Background: an optimization exercise with open tools, aiming at small area, a short achievable clock period and few clock cycles per item. Do not read the settings as production practice. Where RTL was checked, it was by simulation tests only, not by an equivalence proof against the original.

==> module oqke_ctrl, before the edit <==
module oqke_ctrl #(
    parameter int DEPTH = 16,
    parameter int CW    = 5
) (
    input  logic                  clk,
    input  logic                  rst_n,
    input  logic                  start,
    output logic                  busy,
    input  oqke_pkg::request_t    request,
    output oqke_pkg::result_t     result,
    output logic                  done,
    input  logic [DEPTH-1:0]      hit_reg,
    output logic [DEPTH-1:0]      held,
    input  logic signed [31:0]    head,
    output logic [DEPTH-1:0]      we,
    output logic [DEPTH-1:0]      sh,
    output logic signed [31:0]    key,
    output logic signed [31:0]    key_n,
    output logic signed [31:0]    wdata,
    input  logic                  eq_head,
    output logic                  eq_w
);
    logic               va_r;
    logic [2:0]         opa_r;
    logic signed [31:0] keya_r;
    logic signed [31:0] keyan_r;     
    logic signed [31:0] nva_r;
    logic               vb_r;
    logic               othb_r;
    logic signed [31:0] wdb_r;
    logic               insb_r, modb_r, delb_r, dispb_r;
    logic               eqx_r;       
    logic [CW-1:0]      count_r, count_next;
    logic [DEPTH-1:0]   hm_r, hm_next;       
    logic               disp_r;
    logic [CW-1:0]      dleft_r;
    logic               busy_r;
    logic               done_r;
    oqke_pkg::result_t  result_r, result_next;
    logic [DEPTH-1:0]   tail, lasth, hit, after, first;
    logic               any_hit, empty, full;
    logic               is_ins, is_mod, is_del, is_disp, is_other;
    logic               rot;
    logic [CW-1:0]      cur_rem;
    logic               take;
    assign take = start && !busy_r;
    assign held  = hm_r;
    assign tail  = ~hm_r & {hm_r[DEPTH-2:0], 1'b1};
    assign lasth = hm_r & ~{1'b0, hm_r[DEPTH-1:1]};
    assign hit     = hit_reg;
    assign any_hit = |hit;
    always_comb
    begin
        for (int i = 0; i < DEPTH; i++)
            after[i] = |(hit & DEPTH'((32'd1 << (i + 1)) - 32'd1));
    end
    assign first = hit & ~(after << 1);
    assign empty    = !hm_r[0];
    assign full     = hm_r[DEPTH-1];
    assign is_ins   = insb_r;
    assign is_mod   = modb_r;
    assign is_del   = delb_r;
    assign is_disp  = dispb_r;
    assign is_other = othb_r;
    assign rot     = (is_disp && !empty) || disp_r;
    assign cur_rem = disp_r ? dleft_r : count_r;
    assign wdata = rot ? head : wdb_r;
    assign key   = keya_r;
    assign key_n = keyan_r;
    assign eq_w  = rot ? eq_head : eqx_r;
    always_comb
    begin
        for (int i = 0; i < DEPTH; i++)
        begin
            we[i] = (is_ins && !full && tail[i]) || (is_mod && first[i]) || (rot && lasth[i]);
            sh[i] = (is_del && after[i]) || (rot && held[i] && !lasth[i]);
        end
    end
    always_comb
    begin
        count_next = count_r;
        hm_next    = hm_r;
        if (is_ins && !full)
        begin
            count_next = count_r + CW'(1);
            hm_next    = {hm_r[DEPTH-2:0], 1'b1};
        end
        else if (is_del && any_hit)
        begin
            count_next = count_r - CW'(1);
            hm_next    = {1'b0, hm_r[DEPTH-1:1]};
        end
    end
    always_comb
    begin
        result_next.element      = '0;
        result_next.last         = 1'b1;
        result_next.entries_held = '0;   
        if (is_ins)
            result_next.status = full ? oqke_pkg::ST_FULL : oqke_pkg::ST_OK;
        else if (is_other)
            result_next.status = oqke_pkg::ST_OK;
        else if (empty)
            result_next.status = oqke_pkg::ST_EMPTY;
        else if (!any_hit && !is_disp)
            result_next.status = oqke_pkg::ST_MISSING;
        else
            result_next.status = oqke_pkg::ST_OK;
        if (rot)
        begin
            result_next.status  = oqke_pkg::ST_OK;
            result_next.element = head;
            result_next.last    = (cur_rem == CW'(1));
        end
    end
    always_ff @(posedge clk or negedge rst_n)
    begin
        if (!rst_n)
        begin
            va_r    <= 1'b0;
            vb_r    <= 1'b0;
            insb_r  <= 1'b0;
            modb_r  <= 1'b0;
            delb_r  <= 1'b0;
            dispb_r <= 1'b0;
            count_r <= '0;
            hm_r    <= '0;
            disp_r  <= 1'b0;
            busy_r  <= 1'b0;
            done_r  <= 1'b0;
        end
        else
        begin
            va_r    <= take;
            vb_r    <= va_r;
            insb_r  <= va_r && (opa_r == oqke_pkg::OP_INSERT);
            modb_r  <= va_r && (opa_r == oqke_pkg::OP_MODIFY);
            delb_r  <= va_r && (opa_r == oqke_pkg::OP_DELETE);
            dispb_r <= va_r && (opa_r == oqke_pkg::OP_DISPLAY);
            count_r <= count_next;
            hm_r    <= hm_next;
            disp_r  <= rot && (cur_rem != CW'(1));
            busy_r  <= (take && request.op == oqke_pkg::OP_DISPLAY)
                    || (va_r && opa_r == oqke_pkg::OP_DISPLAY && hm_next[2])
                    || (rot && cur_rem >= CW'(4));
            done_r  <= vb_r || disp_r;
        end
    end
    always_ff @(posedge clk)
    begin
        opa_r    <= request.op;
        keya_r   <= request.key;
        keyan_r  <= ~request.key;
        nva_r    <= request.new_value;
        othb_r   <= opa_r > oqke_pkg::OP_DISPLAY;
        wdb_r    <= (opa_r == oqke_pkg::OP_INSERT) ? keya_r : nva_r;
        eqx_r    <= (request.key == ((opa_r == oqke_pkg::OP_INSERT) ? keya_r : nva_r));
        dleft_r  <= cur_rem - CW'(1);
        result_r <= result_next;
    end
    assign busy   = busy_r;
    assign done   = done_r;
    assign result.status       = result_r.status;
    assign result.element      = result_r.element;
    assign result.last         = result_r.last;
    assign result.entries_held = 5'(count_r);
endmodule
==> module ordered_queue_with_key_edit, before the edit <==
module ordered_queue_with_key_edit #(
    parameter int DEPTH = 16
) (
    input  logic                clk,
    input  logic                rst_n,
    input  logic                start,
    output logic                busy,
    input  oqke_pkg::request_t  request,
    output oqke_pkg::result_t   result,
    output logic                done
);
    localparam int CW = $clog2(DEPTH + 1);
    logic [DEPTH-1:0]   eq, hit, we, sh, held;
    logic signed [31:0] key, key_n, wdata;
    logic               eq_w;
    logic signed [31:0] entry [DEPTH];
    oqke_ctrl #(
        .DEPTH (DEPTH),
        .CW    (CW)
    ) u_ctrl (
        .clk     (clk),
        .rst_n   (rst_n),
        .start   (start),
        .busy    (busy),
        .request (request),
        .result  (result),
        .done    (done),
        .hit_reg (hit),
        .held    (held),
        .head    (entry[0]),
        .we      (we),
        .sh      (sh),
        .key     (key),
        .key_n   (key_n),
        .wdata   (wdata),
        .eq_head (eq[0]),
        .eq_w    (eq_w)
    );
    for (genvar i = 0; i < DEPTH; i++)
    begin : g_cell
        localparam int N = (i == DEPTH - 1) ? i : i + 1;
        oqke_cell u_cell (
            .clk     (clk),
            .we      (we[i]),
            .sh      (sh[i]),
            .wdata   (wdata),
            .nbr     (entry[N]),
            .cmp_key ((i < DEPTH / 2) ? key : ~key_n),
            .eq_w    (eq_w),
            .eq_nbr  ((i == DEPTH - 1) ? 1'b0 : eq[N]),
            .held    (held[i]),
            .entry   (entry[i]),
            .eq      (eq[i]),
            .hit     (hit[i])
        );
    end
endmodule
export LEC_CHECK = 0
export CAP_MARGIN = 20
export CORE_MARGIN = 2
export CORE_UTILIZATION = 55
export CTS_CLUSTER_DIAMETER = 70
export CTS_CLUSTER_SIZE = 24
export PLACE_DENSITY = 0.7
export SETUP_SLACK_MARGIN = 2.7
export SLEW_MARGIN = 20
export TNS_END_PERCENT = 0
create_clock -name core_clock -period 5.0 [get_ports {clk}]
standard.sh (not shown) runs the stock make flow with config.mk's settings and CLKGATE_MAP_FILE= SYNTH_SCRIPT=/design/flow/synth_recipe.tcl, a recipe that flattens the netlist after the stock synthesis.
==> flow/flow/run.sh <==
#!/bin/bash
set -o pipefail
export BUFFER_PORTS_ARGS="-buffer_cell sky130_fd_sc_hd__buf_2"
bash standard.sh > standard.log 2>&1
==> next run, changes <==
--- a/flow/design.v
+++ b/flow/design.v
@@ -64,24 +64,22 @@
     input  logic [DEPTH-1:0]      hit_reg,
     output logic [DEPTH-1:0]      held,
     input  logic signed [31:0]    head,
     output logic [DEPTH-1:0]      we,
     output logic [DEPTH-1:0]      sh,
     output logic signed [31:0]    key,
-    output logic signed [31:0]    key_n,
     output logic signed [31:0]    wdata,
     input  logic                  eq_head,
     output logic                  eq_w
 );
     logic               va_r;
     logic [2:0]         opa_r;
     logic signed [31:0] keya_r;
-    logic signed [31:0] keyan_r;     
     logic signed [31:0] nva_r;
     logic               vb_r;
-    logic               othb_r;
+    logic [2:0]         opb_r;
     logic signed [31:0] wdb_r;
     logic               insb_r, modb_r, delb_r, dispb_r;
     logic               eqx_r;       
     logic [CW-1:0]      count_r, count_next;
     logic [DEPTH-1:0]   hm_r, hm_next;       
     logic               disp_r;
@@ -110,18 +108,17 @@
     assign empty    = !hm_r[0];
     assign full     = hm_r[DEPTH-1];
     assign is_ins   = insb_r;
     assign is_mod   = modb_r;
     assign is_del   = delb_r;
     assign is_disp  = dispb_r;
-    assign is_other = othb_r;
+    assign is_other = opb_r > oqke_pkg::OP_DISPLAY;
     assign rot     = (is_disp && !empty) || disp_r;
     assign cur_rem = disp_r ? dleft_r : count_r;
     assign wdata = rot ? head : wdb_r;
     assign key   = keya_r;
-    assign key_n = keyan_r;
     assign eq_w  = rot ? eq_head : eqx_r;
     always_comb
     begin
         for (int i = 0; i < DEPTH; i++)
         begin
             we[i] = (is_ins && !full && tail[i]) || (is_mod && first[i]) || (rot && lasth[i]);
@@ -144,20 +141,20 @@
         end
     end
     always_comb
     begin
         result_next.element      = '0;
         result_next.last         = 1'b1;
-        result_next.entries_held = '0;   
-        if (is_ins)
+        result_next.entries_held = 5'(count_next);
+        if (opb_r == oqke_pkg::OP_INSERT)
             result_next.status = full ? oqke_pkg::ST_FULL : oqke_pkg::ST_OK;
         else if (is_other)
             result_next.status = oqke_pkg::ST_OK;
         else if (empty)
             result_next.status = oqke_pkg::ST_EMPTY;
-        else if (!any_hit && !is_disp)
+        else if (!any_hit && opb_r != oqke_pkg::OP_DISPLAY)
             result_next.status = oqke_pkg::ST_MISSING;
         else
             result_next.status = oqke_pkg::ST_OK;
         if (rot)
         begin
             result_next.status  = oqke_pkg::ST_OK;
@@ -199,26 +196,22 @@
         end
     end
     always_ff @(posedge clk)
     begin
         opa_r    <= request.op;
         keya_r   <= request.key;
-        keyan_r  <= ~request.key;
         nva_r    <= request.new_value;
-        othb_r   <= opa_r > oqke_pkg::OP_DISPLAY;
+        opb_r    <= opa_r;
         wdb_r    <= (opa_r == oqke_pkg::OP_INSERT) ? keya_r : nva_r;
         eqx_r    <= (request.key == ((opa_r == oqke_pkg::OP_INSERT) ? keya_r : nva_r));
         dleft_r  <= cur_rem - CW'(1);
         result_r <= result_next;
     end
     assign busy   = busy_r;
     assign done   = done_r;
-    assign result.status       = result_r.status;
-    assign result.element      = result_r.element;
-    assign result.last         = result_r.last;
-    assign result.entries_held = 5'(count_r);
+    assign result = result_r;
 endmodule
 module ordered_queue_with_key_edit #(
     parameter int DEPTH = 16
 ) (
     input  logic                clk,
     input  logic                rst_n,
@@ -227,13 +220,13 @@
     input  oqke_pkg::request_t  request,
     output oqke_pkg::result_t   result,
     output logic                done
 );
     localparam int CW = $clog2(DEPTH + 1);
     logic [DEPTH-1:0]   eq, hit, we, sh, held;
-    logic signed [31:0] key, key_n, wdata;
+    logic signed [31:0] key, wdata;
     logic               eq_w;
     logic signed [31:0] entry [DEPTH];
     oqke_ctrl #(
         .DEPTH (DEPTH),
         .CW    (CW)
     ) u_ctrl (
@@ -247,13 +240,12 @@
         .hit_reg (hit),
         .held    (held),
         .head    (entry[0]),
         .we      (we),
         .sh      (sh),
         .key     (key),
-        .key_n   (key_n),
         .wdata   (wdata),
         .eq_head (eq[0]),
         .eq_w    (eq_w)
     );
     for (genvar i = 0; i < DEPTH; i++)
     begin : g_cell
@@ -261,13 +253,13 @@
         oqke_cell u_cell (
             .clk     (clk),
             .we      (we[i]),
             .sh      (sh[i]),
             .wdata   (wdata),
             .nbr     (entry[N]),
-            .cmp_key ((i < DEPTH / 2) ? key : ~key_n),
+            .cmp_key (key),
             .eq_w    (eq_w),
             .eq_nbr  ((i == DEPTH - 1) ? 1'b0 : eq[N]),
             .held    (held[i]),
             .entry   (entry[i]),
             .eq      (eq[i]),
             .hit     (hit[i])
=>
- non-clock buffer count climbs by 12
- final area shrinks by 0.64%
- cell count decreases by about 0.44%
- setup slack got worse by 0.12 ns
- critical path depth came out higher by 1
- synthesized area shrinks by about 3.3%
Testbench counts after the change, summed over its fixed seeds: cycles 8,870, requests 4,800.
The RTL of the first run of this note was laid out without a check of its function.

[afterwards: timing with drivers on the ports]
In the flow no input, the clock included, has a driving cell. The finished layouts below were timed again as built, in two steps. Step 1 sets driving cells, clkbuf_16 on the clock port and buf_2 on the other inputs (assumed; they add their load-dependent delay and slew). Step 2, shift: input delay + t, output delay - t, t = (earliest + latest rising clock arrival at the registers) / 2. This alone moves slack from input paths to output paths. Three values: ideal ports, drivers, drivers and shift; two values: the first two.
| run | t, ns | setup WS [ns] | slew at the worst register clock pin (ns) | pins driven straight from the clock port |
|---|---|---|---|---|
| the first run | 0.672 | 2.546 / 2.546 / 2.162 | 0.10 / 0.10 | 1 |
| the second run | 0.680 | 2.422 / 2.422 / 2.315 | 0.10 / 0.10 | 1 |
After both steps setup and hold are still met in every run listed. For the first run, which loses most, drivers alone change the setup slack by 0.000 ns; drivers and shift together by -0.384 ns.
